From an optimization exercise on the open Yosys and OpenROAD flow, aimed at small area, a short achievable clock period and few clock cycles per item; shortcuts taken in it are not production practice. The RTL was checked by simulation tests, not by an equivalence proof against the original design. Power and IR drop assume default switching activity.

==> flow/design.v <==
module seq_alu (
  input  logic        clock,
  input  logic        clear,
  input  logic        start,
  input  logic [3:0]  op,
  input  logic [31:0] a,
  input  logic [31:0] b,
  output logic        busy,
  output logic        done,
  output logic [63:0] result,
  output logic        div_by_zero,
  output logic        illegal_op
);
  logic s_idle, s_sgl, s_mul, s_dv1, s_dvs, s_fxh, s_fxl, s_done;
  logic        busy_q;
  logic [31:0] B;
  logic [33:0] H;
  logic [31:0] L;
  logic [4:0]  cnt;
  logic        sb, nq, nr, bz, dbz_q, ill_q;
  logic [4:0]  lza, lzb;
  logic        c_xh, c_xl, c_yb1, c_yb2, c_yl, c_yh, c_inv, c_dvs;
  logic        d1_one, d1_two, d1_neg;
  logic        m16;    
  function automatic logic [4:0] lzc31(input logic [31:0] v);
    lzc31 = 5'd31;
    for (int i = 1; i < 32; i++)
      if (v[i]) lzc31 = 5'(31 - i);
  endfunction
  function automatic logic [5:0] booth2(input logic [3:0] m, input logic p);
    booth2[0] = m[0] ^ p;                                       
    booth2[1] = (m[1] & ~m[0] & ~p) | (~m[1] & m[0] & p);       
    booth2[2] = m[1];                                           
    booth2[3] = m[2] ^ m[1];                                    
    booth2[4] = (m[3] & ~m[2] & ~m[1]) | (~m[3] & m[2] & m[1]); 
    booth2[5] = m[3];                                           
  endfunction
  logic [4:0] lza_in, lzb_in;
  logic       left_in, neg_in, sub_in, mul_in, div_in, bz_in, fast_in, ill_in;
  assign lza_in  = lzc31(a ^ {32{a[31]}});
  assign lzb_in  = lzc31(b ^ {32{b[31]}});
  assign left_in = (op == 4'd10) | (op == 4'd12);
  assign ill_in  = (op == 4'd13) | (op == 4'd14) | (op == 4'd15);
  assign neg_in  = (op == 4'd2);
  assign sub_in  = (op == 4'd5);
  assign mul_in  = (op == 4'd6);
  assign div_in  = (op == 4'd7);
  assign bz_in   = (b == '0);
  assign fast_in = ~neg_in & ~sub_in & (op != 4'd4) & ~mul_in & ~div_in;
  logic a16_in, b16_in, swap_in;
  logic [31:0] la_in, lb_in;
  assign a16_in  = (a[31:15] == '0) | (a[31:15] == '1);
  assign b16_in  = (b[31:15] == '0) | (b[31:15] == '1);
  assign swap_in = mul_in & ~a16_in & b16_in;
  assign la_in   = swap_in ? b : a;
  assign lb_in   = swap_in ? a : b;
  logic [6:0] sh_d;
  assign sh_d = {2'b00, lzb} - {2'b00, lza} + {6'd0, L[31]};    
  logic bsx;    
  assign bsx = c_dvs ? sb : B[31];
  logic [33:0] X, Ys, p1;
  assign X  = ({34{c_xh}} & H) | ({34{c_xl}} & {{2{L[31]}}, L});
  assign Ys = ({34{c_yb1}} & {bsx, bsx, B})
            | ({34{c_yb2}} & {B[31], B, 1'b0})
            | ({34{c_yl}}  & {{2{L[31]}}, L})
            | ({34{c_yh}}  & H);
  assign p1 = (({34{d1_one}} & {{2{B[31]}}, B}) | ({34{d1_two}} & {B[31], B, 1'b0}))
              ^ {34{d1_neg}};
  logic [35:0] cx, cy, cz, csum, ccar, SS;
  logic [36:0] sum1;
  logic [33:0] S;
  assign cx   = {{2{X[33]}}, X};
  assign cy   = {{2{Ys[33] ^ c_inv}}, Ys ^ {34{c_inv}}};
  assign cz   = {p1, d1_neg, d1_neg};
  assign csum = cx ^ cy ^ cz;
  assign ccar = {(cx[34:0] & cy[34:0]) | (cx[34:0] & cz[34:0]) | (cy[34:0] & cz[34:0]), c_inv};
  assign sum1 = {csum, 1'b1} + {ccar, d1_neg};
  assign SS   = sum1[36:1];
  assign S    = SS[33:0];
  logic [4:0]  amt, r;
  logic [31:0] rin, pre, rot, m_hi, m_lo, rsh;
  logic        left;
  assign rin  = s_dv1 ? B : a;
  assign amt  = s_dv1 ? sh_d[4:0] : b[4:0];
  assign left = s_dv1 | left_in;
  assign r    = left ? ~amt : amt;
  assign pre  = left ? {rin[0], rin[31:1]} : rin;
  always_comb begin
    logic [31:0] s0, s1, s2, s3;
    s0  = r[0] ? {pre[0], pre[31:1]}       : pre;
    s1  = r[1] ? {s0[1:0], s0[31:2]}       : s0;
    s2  = r[2] ? {s1[3:0], s1[31:4]}       : s1;
    s3  = r[3] ? {s2[7:0], s2[31:8]}       : s2;
    rot = r[4] ? {s3[15:0], s3[31:16]}     : s3;
  end
  always_comb
    for (int i = 0; i < 32; i++) begin
      m_hi[i] = 5'(i) >= amt;
      m_lo[31 - i] = 5'(i) >= amt;
    end
  always_comb begin
    case ({s_dv1, op})
      {1'b0, 4'd8}:  rsh = rot & m_lo;                                
      {1'b0, 4'd9}:  rsh = (rot & m_lo) | ({32{a[31]}} & ~m_lo);      
      {1'b0, 4'd11}, {1'b0, 4'd12}: rsh = rot;                        
      default:       rsh = rot & m_hi;                                
    endcase
  end
  logic [31:0] fast;
  always_comb begin
    case (op)
      4'd0:    fast = a & b;
      4'd1:    fast = a | b;
      4'd3:    fast = ~a;
      4'd8, 4'd9, 4'd10, 4'd11, 4'd12: fast = rsh;
      default: fast = '0;
    endcase
  end
  logic q_bit, mul_last, dvs_last, dv1_steps, fin;
  assign q_bit     = ~S[33];
  logic mul_half;    
  assign mul_half  = m16 & (cnt[2:0] == 3'd3);
  assign mul_last  = (cnt[2:0] == 3'd7) | mul_half;
  assign dvs_last  = (cnt == 5'd0);
  assign dv1_steps = ~bz & ~sh_d[6];
  logic take, n_sgl, n_mul, n_dv1, n_dvs, n_fxh, n_fxl;
  assign take  = s_idle & start;
  assign n_sgl = take & (neg_in | sub_in | (op == 4'd4));
  assign n_mul = (take & mul_in) | (s_mul & ~mul_last);
  assign n_dv1 = take & div_in;
  assign n_dvs = (s_dv1 & dv1_steps) | (s_dvs & ~dvs_last);
  assign n_fxh = (s_dv1 & ~bz & sh_d[6] & L[31]) | (s_dvs & dvs_last & nr);
  assign n_fxl = (s_dv1 & ~bz & sh_d[6] & ~L[31] & B[31])
               | (s_dvs & dvs_last & ~nr & nq) | (s_fxh & nq);
  assign fin = s_sgl | s_fxl
             | (s_mul & mul_last)
             | (s_dv1 & (bz | (sh_d[6] & ~L[31] & ~B[31])))
             | (s_dvs & dvs_last & ~nr & ~nq)
             | (s_fxh & ~nq);
  logic [5:0] nbooth;
  assign nbooth = s_idle ? booth2(la_in[3:0], 1'b0) : booth2(L[7:4], L[3]);
  logic nsb;    
  assign nsb = s_dv1 ? B[31] : sb;
  always_ff @(posedge clock) begin
    if (clear) begin
      s_idle <= 1'b1;
      s_sgl  <= 1'b0;
      s_mul  <= 1'b0;
      s_dv1  <= 1'b0;
      s_dvs  <= 1'b0;
      s_fxh  <= 1'b0;
      s_fxl  <= 1'b0;
      s_done <= 1'b0;
      busy_q <= 1'b0;
    end else begin
      s_idle <= (s_idle & ~start) | s_done;
      s_sgl  <= n_sgl;
      s_mul  <= n_mul;
      s_dv1  <= n_dv1;
      s_dvs  <= n_dvs;
      s_fxh  <= n_fxh;
      s_fxl  <= n_fxl;
      s_done <= fin | (take & fast_in);
      busy_q <= (busy_q & ~fin) | (take & ~fast_in);
    end
  end
  always_ff @(posedge clock) begin
    c_xh   <= (n_mul & s_mul) | n_dvs;
    c_xl   <= n_sgl & ~neg_in;
    c_yb1  <= (n_mul & nbooth[0]) | n_dvs | (n_sgl & ~neg_in);
    c_yb2  <= n_mul & nbooth[1];
    c_yl   <= n_dv1 | n_fxl | (n_sgl & neg_in);
    c_yh   <= n_fxh;
    c_inv  <= (n_mul & nbooth[2]) | (n_dv1 & a[31] & ~bz_in) | (n_dvs & ~nsb)
            | n_fxh | n_fxl | (n_sgl & (neg_in | sub_in));
    c_dvs  <= n_dvs;
    d1_one <= n_mul & nbooth[3];
    d1_two <= n_mul & nbooth[4];
    d1_neg <= n_mul & nbooth[5];
  end
  always_ff @(posedge clock) begin
    if (s_idle) begin
      B   <= lb_in;
      m16 <= a16_in | b16_in;
      cnt <= '0;
      lza <= lza_in;
      lzb <= lzb_in;
      bz  <= bz_in;
      if (start) begin
        L <= fast_in ? fast : la_in;
        if (fast_in) begin
          H     <= '0;
          dbz_q <= 1'b0;
          ill_q <= ill_in;
        end
      end
    end
    if (s_sgl) begin
      H     <= '0;
      L     <= S[31:0];
      dbz_q <= 1'b0;
      ill_q <= 1'b0;
    end
    if (s_mul) begin
      if (mul_half) begin
        H <= {{18{SS[35]}}, SS[35:20]};
        L <= {SS[19:0], L[31:20]};
      end else begin
        H <= {{2{SS[35]}}, SS[35:4]};
        L <= {SS[3:0], L[31:4]};
      end
      cnt   <= cnt + 5'd1;
      dbz_q <= 1'b0;
      ill_q <= 1'b0;
    end
    if (s_dv1) begin
      sb    <= B[31];
      nr    <= L[31];
      nq    <= L[31] ^ B[31];
      dbz_q <= bz;
      ill_q <= 1'b0;
      H     <= S;                   
      L     <= {32{bz}};
      B     <= rsh;
      cnt   <= sh_d[4:0];
    end
    if (s_dvs) begin
      if (q_bit) H <= S;
      L   <= {L[30:0], q_bit};
      B   <= {sb, B[31:1]};
      cnt <= cnt - 5'd1;
    end
    if (s_fxh) H <= S;
    if (s_fxl) L <= S[31:0];
  end
  assign busy        = busy_q;
  assign done        = s_done;
  assign result      = {H[31:0], L};
  assign div_by_zero = dbz_q;
  assign illegal_op  = ill_q;
endmodule
Settings: LEC_CHECK=0, ABC_AREA=1, CAP_MARGIN=20, CORE_MARGIN=2, CORE_UTILIZATION=40, SETUP_SLACK_MARGIN=5, SLEW_MARGIN=20, TNS_END_PERCENT=0; clock period 10.0 ns.
run.sh (not shown) runs the stock make flow with config.mk's settings and CLKGATE_MAP_FILE= SYNTH_SCRIPT=/design/flow/synth_recipe.tcl, a recipe that flattens the netlist after the stock synthesis.
Testbench counts at the start, summed over its fixed seeds: cycles 21,830, ops 4,000.
Next try:
--- a/flow/design.v
+++ b/flow/design.v
@@ -14,14 +14,14 @@
   logic s_idle, s_sgl, s_mul, s_dv1, s_dvs, s_fxh, s_fxl, s_done;
   logic        busy_q;
   logic [31:0] B;
-  logic [33:0] H;
+  logic [35:0] H;
+  logic        hm;    
   logic [31:0] L;
   logic [4:0]  cnt;
   logic        sb, nq, nr, bz, dbz_q, ill_q;
   logic [4:0]  lza, lzb;
-  logic        c_xh, c_xl, c_yb1, c_yb2, c_yl, c_yh, c_inv, c_dvs;
+  logic        c_xh, c_xm, c_xl, c_yb1, c_yb2, c_yl, c_yh, c_inv, c_dvs;
   logic        d1_one, d1_two, d1_neg;
-  logic        m16;    
   function automatic logic [4:0] lzc31(input logic [31:0] v);
     lzc31 = 5'd31;
     for (int i = 1; i < 32; i++)
@@ -47,23 +47,17 @@
   assign div_in  = (op == 4'd7);
   assign bz_in   = (b == '0);
   assign fast_in = ~neg_in & ~sub_in & (op != 4'd4) & ~mul_in & ~div_in;
-  logic a16_in, b16_in, swap_in;
-  logic [31:0] la_in, lb_in;
-  assign a16_in  = (a[31:15] == '0) | (a[31:15] == '1);
-  assign b16_in  = (b[31:15] == '0) | (b[31:15] == '1);
-  assign swap_in = mul_in & ~a16_in & b16_in;
-  assign la_in   = swap_in ? b : a;
-  assign lb_in   = swap_in ? a : b;
   logic [6:0] sh_d;
   assign sh_d = {2'b00, lzb} - {2'b00, lza} + {6'd0, L[31]};    
   logic bsx;    
   assign bsx = c_dvs ? sb : B[31];
   logic [33:0] X, Ys, p1;
-  assign X  = ({34{c_xh}} & H) | ({34{c_xl}} & {{2{L[31]}}, L});
+  assign X  = ({34{c_xh}} & H[33:0]) | ({34{c_xm}} & {{2{H[35]}}, H[35:4]})
+            | ({34{c_xl}} & {{2{L[31]}}, L});
   assign Ys = ({34{c_yb1}} & {bsx, bsx, B})
             | ({34{c_yb2}} & {B[31], B, 1'b0})
             | ({34{c_yl}}  & {{2{L[31]}}, L})
-            | ({34{c_yh}}  & H);
+            | ({34{c_yh}}  & H[33:0]);
   assign p1 = (({34{d1_one}} & {{2{B[31]}}, B}) | ({34{d1_two}} & {B[31], B, 1'b0}))
               ^ {34{d1_neg}};
   logic [35:0] cx, cy, cz, csum, ccar, SS;
@@ -118,9 +112,7 @@
   end
   logic q_bit, mul_last, dvs_last, dv1_steps, fin;
   assign q_bit     = ~S[33];
-  logic mul_half;    
-  assign mul_half  = m16 & (cnt[2:0] == 3'd3);
-  assign mul_last  = (cnt[2:0] == 3'd7) | mul_half;
+  assign mul_last  = (cnt[2:0] == 3'd7);
   assign dvs_last  = (cnt == 5'd0);
   assign dv1_steps = ~bz & ~sh_d[6];
   logic take, n_sgl, n_mul, n_dv1, n_dvs, n_fxh, n_fxl;
@@ -138,7 +130,7 @@
              | (s_dvs & dvs_last & ~nr & ~nq)
              | (s_fxh & ~nq);
   logic [5:0] nbooth;
-  assign nbooth = s_idle ? booth2(la_in[3:0], 1'b0) : booth2(L[7:4], L[3]);
+  assign nbooth = s_idle ? booth2(a[3:0], 1'b0) : booth2(L[7:4], L[3]);
   logic nsb;    
   assign nsb = s_dv1 ? B[31] : sb;
   always_ff @(posedge clock) begin
@@ -165,7 +157,8 @@
     end
   end
   always_ff @(posedge clock) begin
-    c_xh   <= (n_mul & s_mul) | n_dvs;
+    c_xh   <= n_dvs;
+    c_xm   <= n_mul & s_mul;
     c_xl   <= n_sgl & ~neg_in;
     c_yb1  <= (n_mul & nbooth[0]) | n_dvs | (n_sgl & ~neg_in);
     c_yb2  <= n_mul & nbooth[1];
@@ -180,16 +173,16 @@
   end
   always_ff @(posedge clock) begin
     if (s_idle) begin
-      B   <= lb_in;
-      m16 <= a16_in | b16_in;
+      B   <= b;
       cnt <= '0;
       lza <= lza_in;
       lzb <= lzb_in;
       bz  <= bz_in;
       if (start) begin
-        L <= fast_in ? fast : la_in;
+        L <= fast_in ? fast : a;
         if (fast_in) begin
           H     <= '0;
+          hm    <= 1'b0;
           dbz_q <= 1'b0;
           ill_q <= ill_in;
         end
@@ -197,18 +190,15 @@
     end
     if (s_sgl) begin
       H     <= '0;
+      hm    <= 1'b0;
       L     <= S[31:0];
       dbz_q <= 1'b0;
       ill_q <= 1'b0;
     end
     if (s_mul) begin
-      if (mul_half) begin
-        H <= {{18{SS[35]}}, SS[35:20]};
-        L <= {SS[19:0], L[31:20]};
-      end else begin
-        H <= {{2{SS[35]}}, SS[35:4]};
-        L <= {SS[3:0], L[31:4]};
-      end
+      H     <= SS;
+      hm    <= 1'b1;
+      L     <= {SS[3:0], L[31:4]};
       cnt   <= cnt + 5'd1;
       dbz_q <= 1'b0;
       ill_q <= 1'b0;
@@ -219,23 +209,24 @@
       nq    <= L[31] ^ B[31];
       dbz_q <= bz;
       ill_q <= 1'b0;
-      H     <= S;                   
+      H     <= SS;                  
+      hm    <= 1'b0;
       L     <= {32{bz}};
       B     <= rsh;
       cnt   <= sh_d[4:0];
     end
     if (s_dvs) begin
-      if (q_bit) H <= S;
+      if (q_bit) H <= SS;
       L   <= {L[30:0], q_bit};
       B   <= {sb, B[31:1]};
       cnt <= cnt - 5'd1;
     end
-    if (s_fxh) H <= S;
+    if (s_fxh) H <= SS;
     if (s_fxl) L <= S[31:0];
   end
   assign busy        = busy_q;
   assign done        = s_done;
-  assign result      = {H[31:0], L};
+  assign result      = {hm ? H[35:4] : H[31:0], L};
   assign div_by_zero = dbz_q;
   assign illegal_op  = ill_q;
 endmodule
After rerunning: Final cell count fell by about 10%; count of clock-buffer cells in the layout is lower by 4; synthesized cell count went down by 12%; die area falls by about 10%; worst setup slack improved by 55 ps; wire length falls by 16%; cell area falls by 7.8%; global-route usage falls by 2.4 points; power shrinks by about 5%; hold slack is worse by 17 ps; core utilization grows by 1.0 points; critical path depth grows by 4; clock power stays flat.
Testbench counts after the change, summed over its fixed seeds: cycles 23,682, ops 4,000.

[re-timing with driven ports]
How much do the figures lean on ideal ports? The routed layouts below were timed once more, with nothing changed but the port constraints. Step 1 (the two cells are an assumption about what drives the block):
set clk [get_ports {clock}]
set_driving_cell -lib_cell sky130_fd_sc_hd__clkbuf_16 $clk
set_driving_cell -lib_cell sky130_fd_sc_hd__buf_2 [delete_from_list [all_inputs] $clk]
Step 2 adds t to the input delays and takes it off the output delays; t is the mean of the earliest and latest rising clock arrival at the registers after step 1. Input paths then give back, and output paths get back, about the clock's delay inside the block. a / b / c = ideal / step 1 / step 2; a / b = the first two.
run | t (ns) | setup slack, ns | clock arrival spread, ns | worst register clock-pin slew, ns
the first run | 0.514 | 4.940 / 4.965 / 4.451 | 0.017 / 0.017 | 0.07 / 0.07
the second run | 0.544 | 4.994 / 5.031 / 4.488 | 0.017 / 0.017 | 0.08 / 0.08
After both steps setup and hold are still met in every run listed. For the second run, which loses most, drivers alone change the setup slack by +0.037 ns; drivers and shift together by -0.506 ns.
